Background: an optimization exercise with open tools, aiming at small area and few clock cycles per item. Do not read the settings as production practice. Only simulation tests tie the RTL to the original design; equivalence was not proved.

==> flow/design.v, too long to show whole: its modules and the start of the top module <==
// module str_dot_top: 1526 lines
// module str_fa: 10 lines
module str_dot_top (
    input  logic               clk,
    input  logic               rst,
    input  logic [63:0]        in_a,
    input  logic [63:0]        in_b,
    input  logic               in_last,
    input  logic               in_valid,
    output logic               in_ready,
    output logic signed [14:0] out_dot,
    output logic signed [10:0] out_sum,
    output logic               out_last,
    output logic               out_valid,
    input  logic               out_ready
);
  // ...
==> flow/flow/run.sh <==
#!/bin/bash
# Standard ORFS layout (the standard.sh, unchanged synthesis), with the port
# buffers made from the smallest plain buffer instead of the default choice.
set -euo pipefail
bash standard.sh BUFFER_PORTS_ARGS="-buffer_cell sky130_fd_sc_hd__buf_2" finish > flow.log 2>&1
==> flow/standard.sh <==
#!/bin/bash
# synth_recipe.tcl (not shown) runs the flow's synth.tcl, then flattens the netlist and writes it again
# the make line also repeats each setting of config.mk as NAME=value (left out here)
make -C /OpenROAD-flow-scripts/flow DESIGN_CONFIG=/design/flow/config.mk WORK_HOME=/design/flow/orfs CLKGATE_MAP_FILE= SYNTH_SCRIPT=/design/flow/synth_recipe.tcl "${@:-finish}"
==> flow/config.mk <==
export PLATFORM = sky130hd
export DESIGN_NAME = str_dot_top
export DESIGN_NICKNAME = str_dot_top
export VERILOG_FILES = /design/flow/design.v
export SDC_FILE = /design/flow/constraint.sdc
export NUM_CORES = 4
export LEC_CHECK = 0
export CAP_MARGIN = 20
export CORE_MARGIN = 2
export CORE_UTILIZATION = 70
export CTS_BUF_LIST = sky130_fd_sc_hd__clkbuf_8
export GPL_TIMING_DRIVEN = 0
export PLACE_DENSITY = 0.8
export SETUP_SLACK_MARGIN = 0.05
export SLEW_MARGIN = 20
export SYNTH_HIERARCHICAL = 1
==> flow/constraint.sdc <==
create_clock -name core_clock -period 6.0 [get_ports {clk}]
set_input_delay 1.2000 -clock core_clock [delete_from_list [all_inputs] [get_ports {clk}]]
set_output_delay 1.2000 -clock core_clock [all_outputs]
set_load 0.01 [all_outputs]
==> flow_metrics.py, run 1 <==
metrics = {
    "clock_tree": {
        "ctsHoldBuffers": 0,
        "htreeDepth": 2,
        "clock_sinks": 43,
        "cts.path.max_buffers": 2,
    },
    "drt": {
        "wire_per_inst_um": 26.74,
        "drt_iter0_markers": 1097,
        "viasPerCell": 6.436,
        "wl_met1_um": 14290,
        "dr.max_layer_used": "met4",
        "wl_met2_um": 21510,
    },
    "finish": {
        "clkCellAreaFrac_pct": 0.6645,
        "finalNonFillerCells": 1631,
        "layout_commonest_cell": "fa_1",
        "utilization_pct": 76.38,
        "drive_above_1_share_pct": 13.13,
    },
    "logic_synthesis": {
        "synth_top_family_by_area": "adder cells",
        "synth_nets": 1894,
        "ys_top_cells_by_count": "fa_1 (504), nand2_1 (324), and2_1 (176)",
        "yosysSeqAreaShare_pct": 8.596,
        "ys_top_cells_by_area": "fa_1 (68%), edfxtp_1 (8.5%), nand2_1 (8.2%)",
    },
    "die": {
        "die_h_um": 149.9,
        "core.rowCount": 53,
    },
    "timing": {
        "maxSlewViolCount": 0,
        "period_share_pct": 97.74,
        "rsz0062_at_grt": "yes",
        "final_hold_viol_count": 0,
    },
    "setup_path": {
        "end_kind": "flop",
        "crit_end": "dot_d_q[16]",
        "cp_cell_sequence": "clkbuf_2 -> nand2_1 -> fa_1 -> fa_1 -> fa_1 -> fa_1 -> fa_1 -> fa_1 -> fa_1 -> fa_1 -> fa_1",
        "crit_path_start": "in_b[54]",
        "critPathKind": "input pin to flop",
    },
    "status": {
        "run_status": "no timing/DRC/antenna violations",
    },
    "worst_hold_path": {
        "holdCritStartpoint": "out_valid",
    },
    "global_route": {
        "track_usage_pct": 41.56,
        "grt_use_met3_pct": 7.530,
    },
    "job": {
        "maxCapViolCount": 0,
    },
}
Testbench counts, summed over its fixed seeds: cycles 2,056, items 2,048.
==> inputs of run 2 (changes only) <==
==> flow/flow/run.sh (replaced) <==
#!/bin/bash
# Standard ORFS layout (the standard.sh, unchanged synthesis), with the port
# buffers made from a small plain buffer instead of the default choice, and a
# clock tree without dummy loads.
set -euo pipefail
bash standard.sh BUFFER_PORTS_ARGS="-buffer_cell sky130_fd_sc_hd__buf_2" \
  CTS_ARGS="-sink_clustering_enable -repair_clock_nets -buf_list sky130_fd_sc_hd__clkbuf_8 -dont_use_dummy_load" \
  finish > flow.log 2>&1
==> run 2 against run 1 <==
Sequential share of layout area about the same. Synthesized area unchanged. Final cell count decreased by 0.12%. Global-route usage decreased by 0.17 points. Worst setup slack got worse by 13 ps. Highest routed layer unchanged.
==> flow_metrics.py, run 2 <==
metrics = {
    "status": {
        "run_status": "no timing/DRC/antenna violations",
    },
    "setup_path": {
        "critPathBufInv": 1,
        "crit_fanout": 9,
        "start_kind": "input pin",
        "critPathKind": "input pin to flop",
        "slowest_delay_ps": 570,
        "cp_cell_sequence": "buf_2 -> nand2_1 -> fa_1 -> fa_1 -> fa_1 -> fa_1 -> fa_1 -> fa_1 -> fa_1 -> fa_1 -> fa_1",
        "r2r-start": "out_valid",
        "cp.required_ps": 6040,
        "rrSetupSlack_ps": 4840,
        "path_delay_family": "adder cells",
        "crit_path_top_delay_cell": "fa_1",
        "worst_ep_arrival_time_ps": 5910,
        "end_kind": "flop",
        "r2r_end": "dot_d_q[26]",
        "rr_worst_depth": 2,
        "crit_top_cell": "fa_1",
    },
    "timing": {
        "period_share_pct": 97.95,
        "period_minus_slack_ps": 5877,
        "slew_headroom_pct": 58.92,
        "maxSlewViolCount": 0,
        "max_freq_mhz": 170.2,
        "tightest_slew_ps": 612.5,
        "setup_viol": 0,
        "rsz0062_at_grt": "yes",
        "skew_ps": 11.78,
        "final_hold_viol_count": 0,
        "fin_ws_ps": 122.9,
        "holdWs_ps": 728.8,
    },
    "placement": {
        "place_hpwl_um": 39070,
        "port_buffers": 137,
        "gp_congestion": 0.9610,
        "pre_cts_slack_ps": -457.0,
    },
    "finish": {
        "antenna_cells": 0,
        "utilization_pct": 76.20,
        "most-common-layout-cells": "fa_1 (504), nand2_1 (324), and2_1 (176)",
        "layout_commonest_cell": "fa_1",
        "area_delta_synth_final_pct": 7.136,
        "top_regs": "dot_d_q (30), sum_d_q (11)",
        "top_register": "dot_d_q",
        "drive_above_1_share_pct": 13.00,
        "largest_reg_flops": 30,
        "finalNetCount": 2015,
    },
    "die": {
        "dieArea_um2": 22470,
        "ios": 162,
        "die_h_um": 149.9,
        "core-area_um2": 20960,
        "die_x_um": 149.9,
        "core.rowCount": 53,
        "start_util_pct": 71.12,
    },
    "logic_synthesis": {
        "ys_seq_elements": 43,
        "synth_area_per_cell_um2": 12.07,
        "ys_top_cells_by_count": "fa_1 (504), nand2_1 (324), and2_1 (176)",
        "async_flop_share_pct": 0,
        "synth_top_cell_area_share_pct": 67.70,
        "yosysSeqAreaShare_pct": 8.596,
        "ys_top_cells_by_area": "fa_1 (68%), edfxtp_1 (8.5%), nand2_1 (8.2%)",
        "yosysTopAreaCell": "fa_1",
        "synth_cell_type_count": 35,
        "yosysMostFrequentCell": "fa_1",
        "synth_edf_count": 42,
        "synth_area_um2": 14900,
        "netlist_instances": 1235,
        "ys.flop_type": "edfxtp_1",
        "synth_nets": 1894,
        "ys_warn_count": 7,
    },
    "worst_hold_path": {
        "holdCritPathClass": "flop to flop",
        "whs_path_depth": 2,
        "min_to": "out_valid",
        "holdCritStartpoint": "out_valid",
    },
    "global_route": {
        "grt_max_degree": 33,
        "grt_pass1_vias": 11766,
        "track_usage_pct": 41.39,
        "overflow": 0,
        "grt_first_pass_wirelength_um": 65670,
        "antenna_found_initial": 0,
    },
    "drt": {
        "wire_per_inst_um": 26.64,
        "vias": 10462,
        "drtAntennaViolNets": 0,
        "drt_iter0_markers": 988,
        "viasPerCell": 6.422,
        "drt-total-wl_um": 43390,
        "firstDrtPassIters": 6,
        "drc": 0,
    },
    "clock_tree": {
        "htreeDepth": 2,
        "cts_made_buffers": 5,
        "cts.path.max_buffers": 2,
        "root_buffer": "clkbuf_8",
        "cts_tree": "yes",
        "ctsHoldBuffers": 0,
        "clock_latency_ps": 300,
        "clock_sinks": 43,
        "path_clk_slew_ps": 80,
    },
    "job": {
        "maxCapViolCount": 0,
    },
}
==> run 2: cell counts after synthesis <==
Identical to the previous run, type by type.
==> run 2: per-module statistics from Yosys, one instance, submodules excluded <==
| module | copies in the design | cells | cell area [um^2] |
|---|---|---|---|
| str_dot_top | 1 | 755 | 5295 |
| str_fa | 480 | 1 | 20.02 |
==> run 2: what timing repair did <==
action	4_1_cts	5_1_grt
buffers inserted	0	0
resized for setup	16	17
setup endpoints to repair	7	7
==> run 2: worst reg2reg max path: stages, from the launching register on <==
cell	delay [ps]
dfxtp_1	320
nand2b_2	260
buf_12	250
==> run 2: cell type report <==
class	count	area [um^2]
multi-input cells	1111	13310
fillers	1419	4987
flip-flops and latches	43	1281
repair buffers	138	708.2
well taps	275	344.1
plain buffers	29	150.1
inverters	28	105.1
clock buffers	5	68.82
==> run 2: kinds of logic after synthesis <==
| kind of cell | Yosys count | share of synthesized area [%] |
|---|---|---|
| adder cells (fa/ha/maj) | 526 | 69.54 |
| XOR/XNOR | 14 | 0.8731 |
| buffers and inverters | 81 | 2.115 |
| AO/OA/AOI/OAI | 31 | 1.570 |
| flip-flops | 43 | 8.596 |
| AND/OR/NAND/NOR | 540 | 17.30 |
==> run 2: routing by layer <==
metal / vias to the layer above / wire (um) / global-route usage, %
li1: 4047 / - / -
met1: 5433 / 14150 / 53.68
met2: 814 / 21290 / 66.05
met3: 168 / 4320 / 7.530
met4: 0 / 3639 / 25.42
met5: - / 0 / 0
==> run 2: metrics by stage <==
step | instance area, um^2 | TNS (ps) | instances
2_1_floorplan | 14900 | 0 | 1235
3_3_place_gp | 15930 | -2771 | 1647
3_5_place_dp | 15960 | -3736 | 1648
4_1_cts | 15960 | 0 | 1629
5_1_grt | 15970 | 0 | 1629
6_report | 15970 | 0 | 1629
==> run 2: worst max-delay path by stage <==
stage                         from  depth (start not counted)  slack [ps]           to
final                     in_a[12]                         11         120  dot_d_q[19]
after global routing      in_a[34]                         11          40  dot_d_q[16]
after global placement    in_a[36]                         12        -390  dot_d_q[23]
after detailed placement  in_a[12]                         12        -460  dot_d_q[19]
after CTS                 in_b[13]                         11          50  dot_d_q[16]
after floorplan           in_b[21]                         11         110  dot_d_q[23]

## afterwards: timing with drivers on the ports
No port has a modelled driver above. Below, the same layouts with a new extraction and two added sets of constraints.
Step 1 (the two cells are an assumption about what drives the block):
set clk [get_ports {clk}]
set_driving_cell -lib_cell sky130_fd_sc_hd__clkbuf_16 $clk
set_driving_cell -lib_cell sky130_fd_sc_hd__buf_2 [delete_from_list [all_inputs] $clk]
Step 2 moves the port delays by t, midway between the first and last clock arrival at a register: inputs arrive t later, outputs are due t later. That takes back most of the time a late clock gives input paths.
Three values: ideal, step 1, step 2; two values: the first two.
| run | shift t [ns] | setup WS [ns] | clock arrival spread, ns |
|---|---|---|---|
| run 1 | 0.332 | 0.136 / 0.129 / -0.202 | 0.009 / 0.009 |
| run 2 | 0.320 | 0.123 / 0.118 / -0.202 | 0.021 / 0.021 |
With both steps, setup timing fails in run 1 and run 2, where it was met with ideal ports. For run 1, which loses most, drivers alone change the setup slack by -0.007 ns; drivers and shift together by -0.338 ns.
